What follows belongs to an exercise in optimizing a design on an open flow for small area and a short achievable clock period; a production flow would make more cautious choices.
Function was checked by simulation only, so behaviour that the tests miss may differ from the original.
Power is estimated from default activity; no workload was simulated.

// counter_top
module counter_top (
  input  logic                        i_pclk,
  input  logic                        i_prst_n,
  input  logic [31:0]                 i_paddr,
  input  logic [31:0]                 i_pwdata,
  input  logic                        i_pwrite,
  input  logic                        i_psel,
  input  logic                        i_penable,
  output logic [31:0]                 o_prdata,
  input  logic [cnt_pkg::CNT_NUM-1:0] i_extern_din_a,
  output logic [cnt_pkg::CNT_NUM-1:0] o_extern_dout_a,
  output logic [cnt_pkg::CNT_NUM-1:0] o_extern_dout_a_oen,
  output logic                        o_int
);
  logic                           wr, rd;
  logic                           sel_trig, sel_sts, sel_mset, sel_mclr;
  logic [cnt_pkg::CNT_NUM-1:0]    sel_ctrl, sel_tgt, sel_cnt, sel_cap;
  logic                           base, rsel_sts, rsel_mset;
  logic [cnt_pkg::CNT_NUM-1:0]    rsel_ctrl, rsel_tgt, rsel_cnt, rsel_cap;
  logic                           base_q;
  logic [cnt_pkg::CNT_NUM*32-1:0] ch_rdata;
  logic [cnt_pkg::INTR_W-1:0]     intr_evt;
  logic [cnt_pkg::INTR_W-1:0]     intr_sts;
  logic [cnt_pkg::INTR_W-1:0]     intr_mask;
  logic [31:0]                    rdata;
  logic [31:0]                    prdata_q;
  cnt_apb_regs u_dec (
    .i_paddr    (i_paddr),
  ...
Settings: LEC_CHECK=0, CAP_MARGIN=20, CORE_MARGIN=2, CORE_UTILIZATION=40, SETUP_SLACK_MARGIN=1.1, SLEW_MARGIN=20; clock period 3.5 ns.
standard.sh (not shown) runs the stock make flow with config.mk's settings and CLKGATE_MAP_FILE= SYNTH_SCRIPT=/design/flow/synth_recipe.tcl, a recipe that flattens the netlist after the stock synthesis.
==> flow/flow/run.sh <==
#!/bin/bash
# Standard layout with these changes:
#  - synthesis maps the logic with the ABC script in abc_speed2.script (see
#    my_synth.tcl); flip-flops are mapped before ABC and are left as they are
#  - the port buffers are plain buf_2 cells instead of the delay cells
#    buffer_ports picks on its own
#  - clock tree synthesis adds no dummy loads and builds the tree from
#    clkbuf_8 cells, with clusters of up to 14 sinks
set -euo pipefail
export MY_WORK="$(pwd)"
export MY_ABC_SCRIPT="$MY_WORK/flow/abc_speed2.script"
export BUFFER_PORTS_ARGS="-buffer_cell sky130_fd_sc_hd__buf_2"
export CTS_ARGS="-sink_clustering_enable -repair_clock_nets -dont_use_dummy_load -buf_list {sky130_fd_sc_hd__clkbuf_8} -sink_clustering_size 14 -sink_clustering_max_diameter 60"
sed "s#SYNTH_SCRIPT=[^ ]*#SYNTH_SCRIPT=$MY_WORK/flow/my_synth.tcl#" standard.sh > my_standard.sh
grep -q "SYNTH_SCRIPT=$MY_WORK/flow/my_synth.tcl" my_standard.sh
bash my_standard.sh finish > make_finish.log 2>&1
==> flow/flow/abc_speed2.script <==
&get -n
&st
&syn2
&if -g -K 6
&synch2
&nf
&st
&syn2
&if -g -K 6
&synch2
&nf
&put
buffer -c
topo
stime -c
upsize -c
dnsize -c
==> flow/flow/my_synth.tcl <==
# The standard flow's synthesis script, with the ABC mapping script swapped for
# flow/abc_speed2.script. Only the technology mapping of the logic changes;
# the flip-flops are mapped before ABC runs and are left as they are.
proc abc {args} {
  set i [lsearch $args -script]
  if {$i >= 0} { lset args [expr {$i + 1}] $::env(MY_ABC_SCRIPT) }
  puts "abc with [lindex $args [expr {$i + 1}]]"
  yosys abc {*}$args
}
source $::env(MY_WORK)/synth_recipe.tcl
Edit:
SETUP_SLACK_MARGIN = 1.2   (was 1.1)
=> Die area is unchanged; routed wire length goes up by 2.4%; worst setup slack improves by 0.066 ns; synthesized cell count does not change; hold slack degrades by 0.034 ns.
Edit:
CORE_UTILIZATION = 45   (was 40)
Outcome:
- cell area rose by 4.3%
- count of clock-buffer cells in the layout rises by 1
- setup slack got worse by 0.24 ns
Edit:
CORE_UTILIZATION = 40   (was 45)
PLACE_DENSITY = 0.75   (was default)
Total power came out lower by 0.95%.
Global-route usage shrinks by 5.1 points.
Register-to-register slack is better by 0.15 ns.
Clock power came out lower by about 3%.
Synthesized area does not change.
Clock-buffer cell count shrinks by 2.
Die area went up by 12%.
Hold slack is better by 0.063 ns.
Design area falls by 1.3%.

========
Starting RTL as in the previous note.
==> flow/config.mk <==
export PLATFORM = sky130hd
export DESIGN_NAME = counter_top
export DESIGN_NICKNAME = counter_top
export VERILOG_FILES = /design/flow/design.v
export SDC_FILE = /design/flow/constraint.sdc
export NUM_CORES = 4
export LEC_CHECK = 0
export CAP_MARGIN = 20
export CORE_MARGIN = 2
export CORE_UTILIZATION = 40
export PLACE_DENSITY = 0.65
export SETUP_SLACK_MARGIN = 1.2
export SLEW_MARGIN = 20
==> flow/constraint.sdc <==
create_clock -name core_clock -period 3.5 [get_ports {i_pclk}]
set_input_delay 0.7000 -clock core_clock [delete_from_list [all_inputs] [get_ports {i_pclk}]]
set_output_delay 0.7000 -clock core_clock [all_outputs]
set_load 0.01 [all_outputs]
Scripts as last shown in full above: flow/flow/run.sh, flow/flow/abc_speed2.script, flow/flow/my_synth.tcl
Change:
--- a/flow/flow/run.sh
+++ b/flow/flow/run.sh
@@ -7,3 +7,3 @@
 #  - clock tree synthesis adds no dummy loads and builds the tree from
-#    clkbuf_8 cells, with clusters of up to 14 sinks
+#    clkbuf_8 cells, with clusters of up to 18 sinks
 set -euo pipefail
@@ -12,3 +12,3 @@
 export BUFFER_PORTS_ARGS="-buffer_cell sky130_fd_sc_hd__buf_2"
-export CTS_ARGS="-sink_clustering_enable -repair_clock_nets -dont_use_dummy_load -buf_list {sky130_fd_sc_hd__clkbuf_8} -sink_clustering_size 14 -sink_clustering_max_diameter 60"
+export CTS_ARGS="-sink_clustering_enable -repair_clock_nets -dont_use_dummy_load -buf_list {sky130_fd_sc_hd__clkbuf_8} -sink_clustering_size 18 -sink_clustering_max_diameter 60"
 sed "s#SYNTH_SCRIPT=[^ ]*#SYNTH_SCRIPT=$MY_WORK/flow/my_synth.tcl#" standard.sh > my_standard.sh
PLACE_DENSITY = not set   (was 0.65)
Routed wire length fell by 1.6%.
Clock-buffer cell count went down by 4.
Critical path depth fell by 1.
Total power decreases by 1.0%.
Final area falls by 4.0%.
Sequential share of layout area rose by 1.9 points.
Final cell count shrinks by 1.0%.
Worst setup slack gains 0.26 ns.
Die area does not change.
Change:
--- a/flow/flow/run.sh
+++ b/flow/flow/run.sh
@@ -7,3 +7,3 @@
 #  - clock tree synthesis adds no dummy loads and builds the tree from
-#    clkbuf_8 cells, with clusters of up to 18 sinks
+#    clkbuf_8 cells, with clusters of up to 14 sinks
 set -euo pipefail
@@ -12,3 +12,3 @@
 export BUFFER_PORTS_ARGS="-buffer_cell sky130_fd_sc_hd__buf_2"
-export CTS_ARGS="-sink_clustering_enable -repair_clock_nets -dont_use_dummy_load -buf_list {sky130_fd_sc_hd__clkbuf_8} -sink_clustering_size 18 -sink_clustering_max_diameter 60"
+export CTS_ARGS="-sink_clustering_enable -repair_clock_nets -dont_use_dummy_load -buf_list {sky130_fd_sc_hd__clkbuf_8} -sink_clustering_size 14 -sink_clustering_max_diameter 60"
 sed "s#SYNTH_SCRIPT=[^ ]*#SYNTH_SCRIPT=$MY_WORK/flow/my_synth.tcl#" standard.sh > my_standard.sh
PLACE_DENSITY = 0.5   (was not set)
=> Non-clock buffer count is higher by 46; routed wire length is higher by 8.0%; combinational power is higher by about 4%.
Change:
PLACE_DENSITY = not set   (was 0.5)
SETUP_SLACK_MARGIN = 1.25   (was 1.2)
Result: The changed run finished with timing, DRC and antenna clean. Wire length went down by 7.2%. Hold slack is worse by 0.0072 ns. Worst setup slack got worse by 0.031 ns. Total power fell by 0.97%. Design area stays flat.

========
== north ==
Another version of the RTL of counter_top (not shown whole).
Size: roughly 2000 cells after synthesis, roughly 490 flip-flops, about 110 I/O pins, about 23000 um2 of cells after synthesis.
==> flow/config.mk <==
export PLATFORM = sky130hd
export DESIGN_NAME = counter_top
export DESIGN_NICKNAME = counter_top
export VERILOG_FILES = /design/flow/design.v
export SDC_FILE = /design/flow/constraint.sdc
export NUM_CORES = 4
export LEC_CHECK = 0
export CAP_MARGIN = 20
export CORE_MARGIN = 2
export CORE_UTILIZATION = 40
export SETUP_SLACK_MARGIN = 1.0
export SLEW_MARGIN = 20
==> flow/constraint.sdc <==
create_clock -name core_clock -period 3.5 [get_ports {i_pclk}]
set_input_delay 0.7000 -clock core_clock [delete_from_list [all_inputs] [get_ports {i_pclk}]]
set_output_delay 0.7000 -clock core_clock [all_outputs]
set_load 0.01 [all_outputs]
==> flow/flow/run.sh <==
#!/bin/bash
# Standard layout with these changes:
#  - synthesis maps the logic with the ABC script in abc_speed2.script (see
#    my_synth.tcl); flip-flops are mapped before ABC and are left as they are
#  - the port buffers are plain buf_2 cells instead of the delay cells
#    buffer_ports picks on its own
#  - clock tree synthesis adds no dummy loads and builds the tree from
#    clkbuf_8 cells, with clusters of up to 14 sinks
#  - timing-driven global placement reverts the buffers its trial repairs add
#    (the resize step after placement repairs the design for real)
set -euo pipefail
export MY_WORK="$(pwd)"
export MY_ABC_SCRIPT="$MY_WORK/flow/abc_speed2.script"
export BUFFER_PORTS_ARGS="-buffer_cell sky130_fd_sc_hd__buf_2"
export GPL_KEEP_OVERFLOW=0
export CTS_ARGS="-sink_clustering_enable -repair_clock_nets -dont_use_dummy_load -buf_list {sky130_fd_sc_hd__clkbuf_8} -sink_clustering_size 14 -sink_clustering_max_diameter 60"
sed "s#SYNTH_SCRIPT=[^ ]*#SYNTH_SCRIPT=$MY_WORK/flow/my_synth.tcl#" standard.sh > my_standard.sh
grep -q "SYNTH_SCRIPT=$MY_WORK/flow/my_synth.tcl" my_standard.sh
bash my_standard.sh finish > make_finish.log 2>&1
Scripts as last shown in full above: flow/flow/abc_speed2.script, flow/flow/my_synth.tcl
Here is what was changed in the inputs of east compared with north.
- a change of SETUP_SLACK_MARGIN from 1.0 to 1.2
diff --git a/flow/flow/run.sh b/flow/flow/run.sh
--- a/flow/flow/run.sh
+++ b/flow/flow/run.sh
@@ -8,4 +8,2 @@
 #    clkbuf_8 cells, with clusters of up to 14 sinks
-#  - timing-driven global placement reverts the buffers its trial repairs add
-#    (the resize step after placement repairs the design for real)
 set -euo pipefail
@@ -14,3 +12,2 @@
 export BUFFER_PORTS_ARGS="-buffer_cell sky130_fd_sc_hd__buf_2"
-export GPL_KEEP_OVERFLOW=0
 export CTS_ARGS="-sink_clustering_enable -repair_clock_nets -dont_use_dummy_load -buf_list {sky130_fd_sc_hd__clkbuf_8} -sink_clustering_size 14 -sink_clustering_max_diameter 60"
Part of the cycle the worst path needs on east is down relative to north.
Against north, east reports a post-layout total power that is lower.
Going from north to east, reported leakage power went up by 1.3%, timing-limited maximum frequency went up by about 4.6%, routed length on met3 went up by about 7.5%, biggest fanout along the worst timing path went down by 2.
east and north ended up with nearly the same starting density of the core.
Re compound-gate portion of the synthesized area: no difference whatsoever between north and east.
In east, placed wire-length estimate after detailed placement is higher than in north.
In east the clock-buffer cell count turned out 2 lower than in north.

[separate check: timing with driven ports]
Ports are ideal in the flow. The routed layouts listed here were re-timed in OpenROAD.
Step 1 (the two cells are an assumption about what drives the block):
set clk [get_ports {i_pclk}]
set_driving_cell -lib_cell sky130_fd_sc_hd__clkbuf_16 $clk
set_driving_cell -lib_cell sky130_fd_sc_hd__buf_2 [delete_from_list [all_inputs] $clk]
Step 2 moves the port delays by t, midway between the first and last clock arrival at a register: inputs arrive t later, outputs are due t later. That takes back most of the time a late clock gives input paths.
Three values: ideal, step 1, step 2; two values: the first two.
run	shift t [ns]	setup WS [ns]	worst slew at a driven data input, ns
the first run of note 1	0.702	1.060 / 1.060 / 0.509	0.15
the second run of note 1	0.718	1.126 / 1.126 / 0.479	0.14
the third run of note 1	0.709	0.884 / 0.884 / 0.548	0.10
the fourth run of note 1	0.699	1.038 / 1.038 / 0.526	0.12
the first run of note 2	0.700	0.874 / 0.874 / 0.542	0.15
the second run of note 2	0.710	1.137 / 1.137 / 0.575	0.14
the third run of note 2	0.710	1.104 / 1.104 / 0.540	0.10
the fourth run of note 2	0.699	1.073 / 1.067 / 0.429	0.15
north	0.696	0.998 / 0.998 / 0.362	0.12
east	0.712	1.108 / 1.108 / 0.526	0.07
After both steps every run listed still meets setup and hold. The setup slack of the second run of note 1, which loses most, moves by 0.000 ns with the drivers and by -0.647 ns with both steps.
